From an optimization exercise on the open Yosys and OpenROAD flow, aimed at a short achievable clock period and few clock cycles; shortcuts taken in it are not production practice.
Only simulation tests tie the RTL to the original design; equivalence was not proved.
Power is estimated from default activity; no workload was simulated.

==> run a <==
## cpu_core
module cpu_core (
    input  logic            clk,
    input  logic            rst,
    output cpu_pkg::addr_t  o_inst_addr,
    input  cpu_pkg::word_t  i_inst,
    input  logic            i_inst_valid,
    output cpu_pkg::addr_t  o_data_addr,
    input  cpu_pkg::word_t  i_data_in,
    output cpu_pkg::word_t  o_data_out,
    output logic            o_data_we,
    output logic            o_data_rd,
    input  logic            i_data_ready
);
clock: 8.0 ns
lec_check: 0
abc_area: 1
cap_margin: 20
core_margin: 2
core_utilization: 35
setup_slack_margin: 5
slew_margin: 20
tns_end_percent: 100
standard.sh (not shown) runs the stock make flow with config.mk's settings and CLKGATE_MAP_FILE= SYNTH_SCRIPT=/design/flow/synth_recipe.tcl, a recipe that flattens the netlist after the stock synthesis.
==> flow/flow/run.sh <==
#!/bin/bash
# Layout: the standard flow (standard.sh, unchanged synthesis and steps),
# except that the port buffers buffer_ports inserts are sky130_fd_sc_hd__buf_4
# rather than the cell it picks by default (a clkdlybuf4s50_1 delay buffer).
# make's full output goes to flow_make.log here; ORFS's own logs stay under orfs/logs.
set -euo pipefail
export BUFFER_PORTS_ARGS="-buffer_cell sky130_fd_sc_hd__buf_4"
bash standard.sh finish > flow_make.log 2>&1
==> run b (differences from run a) <==
--- a/flow/design.v
+++ b/flow/design.v
@@ -122,25 +122,27 @@
     output logic            o_data_rd,
     input  logic            i_data_ready
 );
     logic [31:2] pc;
     logic [31:0] e_a, e_b, e_s;      
     logic        e_fa, e_fb;         
-    logic [31:0] e_bx;               
     logic        e_fbp, e_fbn;       
+    logic        e_bp, e_bn;         
     logic [1:0]  e_fs;               
     logic [10:0] e_alu;              
     logic [31:0] e_sv;               
     logic        e_fsv;
     logic [4:0]  e_sa;               
     logic        e_fsa;
     logic [31:0] e_ca, e_cb;         
     logic        e_fca, e_fcb;
     logic [4:0]  e_dst;              
     logic        e_ld, e_st, e_br, e_bne, e_pred;
     logic        e_kill;             
+    logic        e_v;                
+    logic [31:2] e_pc;
     logic [31:2] e_alt;              
     logic [31:0] m_res;              
     logic [31:0] m_addr, m_sd;       
     logic        m_rd, m_we;
     logic [4:0]  m_dst;
     logic [31:0] w_data;
@@ -290,79 +292,84 @@
     mux2w #(.W(30)) i_alt_mux (
         .s (f_pred),
         .a (pc1),
         .b (f_btgt),
         .o (f_alt)
     );
+    logic [31:2] replay_pc;
+    assign replay_pc = (e_v && !e_kill) ? e_pc : pc;
     always_ff @(posedge clk) begin
         if (rst)
             pc <= '0;
-        else if (!stall)
+        else if (stall)
+            pc <= replay_pc;
+        else
             pc <= pc_d;
     end
     always_ff @(posedge clk) begin
-        if (rst) begin
+        if (rst || stall) begin
             e_dst  <= '0;
             e_ld   <= 1'b0;
             e_st   <= 1'b0;
             e_br   <= 1'b0;
             e_kill <= 1'b0;
-        end else if (!stall) begin
+            e_v    <= 1'b0;
+        end else begin
             e_kill <= e_misp;
             e_dst  <= issue ? f_dst : 5'd0;
             e_ld   <= issue && f_lw;
             e_st   <= issue && f_sw;
             e_br   <= issue && f_br;
+            e_v    <= issue;
         end
     end
     always_ff @(posedge clk) begin
-        if (!stall) begin
-            e_a     <= f_lui ? 32'd0 : f_rsv;
-            e_b     <= f_b_imm ? f_immv : f_rtv;
-            e_s     <= f_rtv;
-            e_fa    <= !f_lui && f_rs_e;
-            e_fb    <= !f_b_imm && f_rt_e;
-            e_bx    <= f_sub ? ~(f_b_imm ? f_immv : f_rtv) : (f_b_imm ? f_immv : f_rtv);
-            e_fbp   <= !f_b_imm && f_rt_e && !f_sub;
-            e_fbn   <= !f_b_imm && f_rt_e && f_sub;
-            e_fs    <= !f_rt_e ? 2'd0 : ek_ld ? 2'd2 : 2'd1;
-            e_alu   <= f_alu;
-            e_sv    <= f_rtv;
-            e_fsv   <= f_r_ok && f_rt_e;
-            e_sa    <= f_r_shv ? f_rsv[4:0] : i_inst[10:6];
-            e_fsa   <= f_r_shv && f_rs_e;
-            e_ca    <= f_rsv;
-            e_cb    <= f_rtv;
-            e_fca   <= f_br && f_rs_e;
-            e_fcb   <= f_br && f_rt_e;
-            e_bne   <= f_bne;
-            e_pred  <= f_pred;
-            e_alt   <= f_alt;
-        end
+        e_pc    <= pc;
+        e_a     <= f_lui ? 32'd0 : f_rsv;
+        e_b     <= f_b_imm ? f_immv : f_rtv;
+        e_s     <= f_rtv;
+        e_fa    <= !f_lui && f_rs_e;
+        e_fb    <= !f_b_imm && f_rt_e;
+        e_bp    <= (f_b_imm || !f_rt_e) && !f_sub;
+        e_bn    <= (f_b_imm || !f_rt_e) && f_sub;
+        e_fbp   <= !f_b_imm && f_rt_e && !f_sub;
+        e_fbn   <= !f_b_imm && f_rt_e && f_sub;
+        e_fs    <= !f_rt_e ? 2'd0 : ek_ld ? 2'd2 : 2'd1;
+        e_alu   <= f_alu;
+        e_sv    <= f_rtv;
+        e_fsv   <= f_r_ok && f_rt_e;
+        e_sa    <= f_r_shv ? f_rsv[4:0] : i_inst[10:6];
+        e_fsa   <= f_r_shv && f_rs_e;
+        e_ca    <= f_rsv;
+        e_cb    <= f_rtv;
+        e_fca   <= f_br && f_rs_e;
+        e_fcb   <= f_br && f_rt_e;
+        e_bne   <= f_bne;
+        e_pred  <= f_pred;
+        e_alt   <= f_alt;
     end
     logic [31:0] a, b, s, sum, alu;
-    logic [31:0] sv, ca, cb, shl, shr;
+    logic [31:0] sv, shl, shr;
     logic [4:0]  amt;
     logic        e_sub, e_eq, e_taken;
     assign a = e_fa ? m_res : e_a;
     assign b = e_fb ? m_res : e_b;
     assign s = (e_fs == 2'd1) ? m_res : (e_fs == 2'd2) ? i_data_in : e_s;
     assign e_sub = e_alu[1] | e_alu[6] | e_alu[7];
     logic [31:0] bx;
-    assign bx = ({32{e_fbp}} & m_res) | ({32{e_fbn}} & ~m_res) | ({32{!e_fb}} & e_bx);
+    assign bx = ({32{e_fbp}} & m_res) | ({32{e_fbn}} & ~m_res) |
+                ({32{e_bp}} & e_b) | ({32{e_bn}} & ~e_b);
     ks_add #(.N(32), .L(5)) i_add (
         .a    (a),
         .b    (bx),
         .cin  (e_sub),
         .sum  (sum),
         .cout ()
     );
     assign sv  = e_fsv ? m_res : e_sv;
     assign amt = e_fsa ? m_res[4:0] : e_sa;
-    assign ca  = e_fca ? m_res : e_ca;
-    assign cb  = e_fcb ? m_res : e_cb;
     assign shl = sv << amt;
     assign shr = 32'($signed({e_alu[10] & sv[31], sv}) >>> amt);
     logic [31:0] alu_o;
     mux2w #(.W(32)) i_res_mux (
         .s (e_alu[0] | e_alu[1]),
         .a (sum),
@@ -379,13 +386,17 @@
              | ({32{e_alu[4]}} & (a ^ b))
              | ({32{e_alu[5]}} & ~(a | b))
              | {31'b0, (e_alu[6] & slt) | (e_alu[7] & sltu)}
              | ({32{e_alu[8]}} & shl)
              | ({32{e_alu[9] | e_alu[10]}} & shr));
     end
-    assign e_eq    = (ca == cb);
+    logic eq_rr, eq_mr, eq_rm;
+    assign eq_rr   = (e_ca == e_cb);
+    assign eq_mr   = (m_res == e_cb);
+    assign eq_rm   = (e_ca == m_res);
+    assign e_eq    = e_fca ? (e_fcb ? 1'b1 : eq_mr) : (e_fcb ? eq_rm : eq_rr);
     assign e_taken = e_bne ? !e_eq : e_eq;
     assign e_misp  = ek_br && (e_taken != e_pred);
     logic [31:0] zadd;
     assign zadd   = ~((e_a ^ e_b) ^ {e_a[30:0] | e_b[30:0], 1'b0});
     assign e_zok  = ek_dst != 5'd0 && !ek_ld && !e_fa && !e_fb && (e_alu[0] || e_alu[1] || e_alu[4]);
     assign e_zero = e_alu[0] ? &zadd : (e_a == e_b);
==> flow/run.sh (new file) <==
#!/bin/bash
# synth_recipe.tcl (not shown) runs the flow's synth.tcl, then flattens the netlist and writes it again
# the make line also repeats each setting of config.mk as NAME=value (left out here)
make -C /OpenROAD-flow-scripts/flow DESIGN_CONFIG=/design/flow/config.mk WORK_HOME=/design/flow/orfs CLKGATE_MAP_FILE= SYNTH_SCRIPT=/design/flow/synth_recipe.tcl finish
--- a/flow/config.mk
+++ b/flow/config.mk
@@ -5,10 +5,10 @@
 export SDC_FILE = /design/flow/constraint.sdc
 export NUM_CORES = 4
 export LEC_CHECK = 0
 export ABC_AREA = 1
 export CAP_MARGIN = 20
 export CORE_MARGIN = 2
-export CORE_UTILIZATION = 35
+export CORE_UTILIZATION = 40
 export SETUP_SLACK_MARGIN = 5
 export SLEW_MARGIN = 20
 export TNS_END_PERCENT = 100
removed: flow/flow/run.sh
removed: flow/standard.sh
==> notes <==
Between run b and run a, the lower sequential share of layout area is in run a (gap 0.59 points).
In run b the final area is lower than in run a, by 6.5%.
Against run a, the combinational power of run b is lower by about 23%.
Count of clock-buffer cells in the layout: run b is lower than run a (14).
Between run b and run a, the lower sequential power is in run b (gap 4.0%, measured against run a).
Setup slack: run a is higher than run b (0.12 ns).
Synthesized cell count: run b is lower than run a (about 7%).
In run b the utilization is higher than in run a, by 6.2 points.
Between run b and run a, the lower total power is in run b (gap about 6%, measured against run a).
Of run b and run a, run a has the higher clock power (gap 2.6%, measured against run a).
Testbench counts of run a, summed over its fixed seeds: cycles 15,692.
Testbench counts of run b, summed over its fixed seeds: cycles 15,692.

## separate check: timing with driven ports
In the flow no input, the clock included, has a driving cell. The finished layouts below were timed again as built, in two steps.
Step 1 sets driving cells, clkbuf_16 on the clock port and buf_2 on the other inputs (assumed; they add their load-dependent delay and slew).
Step 2 moves the port delays by t, midway between the first and last clock arrival at a register: inputs arrive t later, outputs are due t later. That takes back most of the time a late clock gives input paths.
Slacks: ideal / step 1 / step 2; pairs: ideal / step 1.
| run | shift t [ns] | setup WS [ns] | hold slack, ns | latest minus earliest clock arrival (ns) |
|---|---|---|---|---|
| run a | 0.945 | 4.472 / 4.482 / 3.540 | 0.467 / 0.467 / 0.467 | 0.069 / 0.070 |
| run b | 0.912 | 4.356 / 4.359 / 3.446 | 0.431 / 0.431 / 0.431 | 0.075 / 0.075 |
After both steps setup and hold are still met in every run listed. For run a, which loses most, drivers alone change the setup slack by +0.010 ns; drivers and shift together by -0.932 ns.
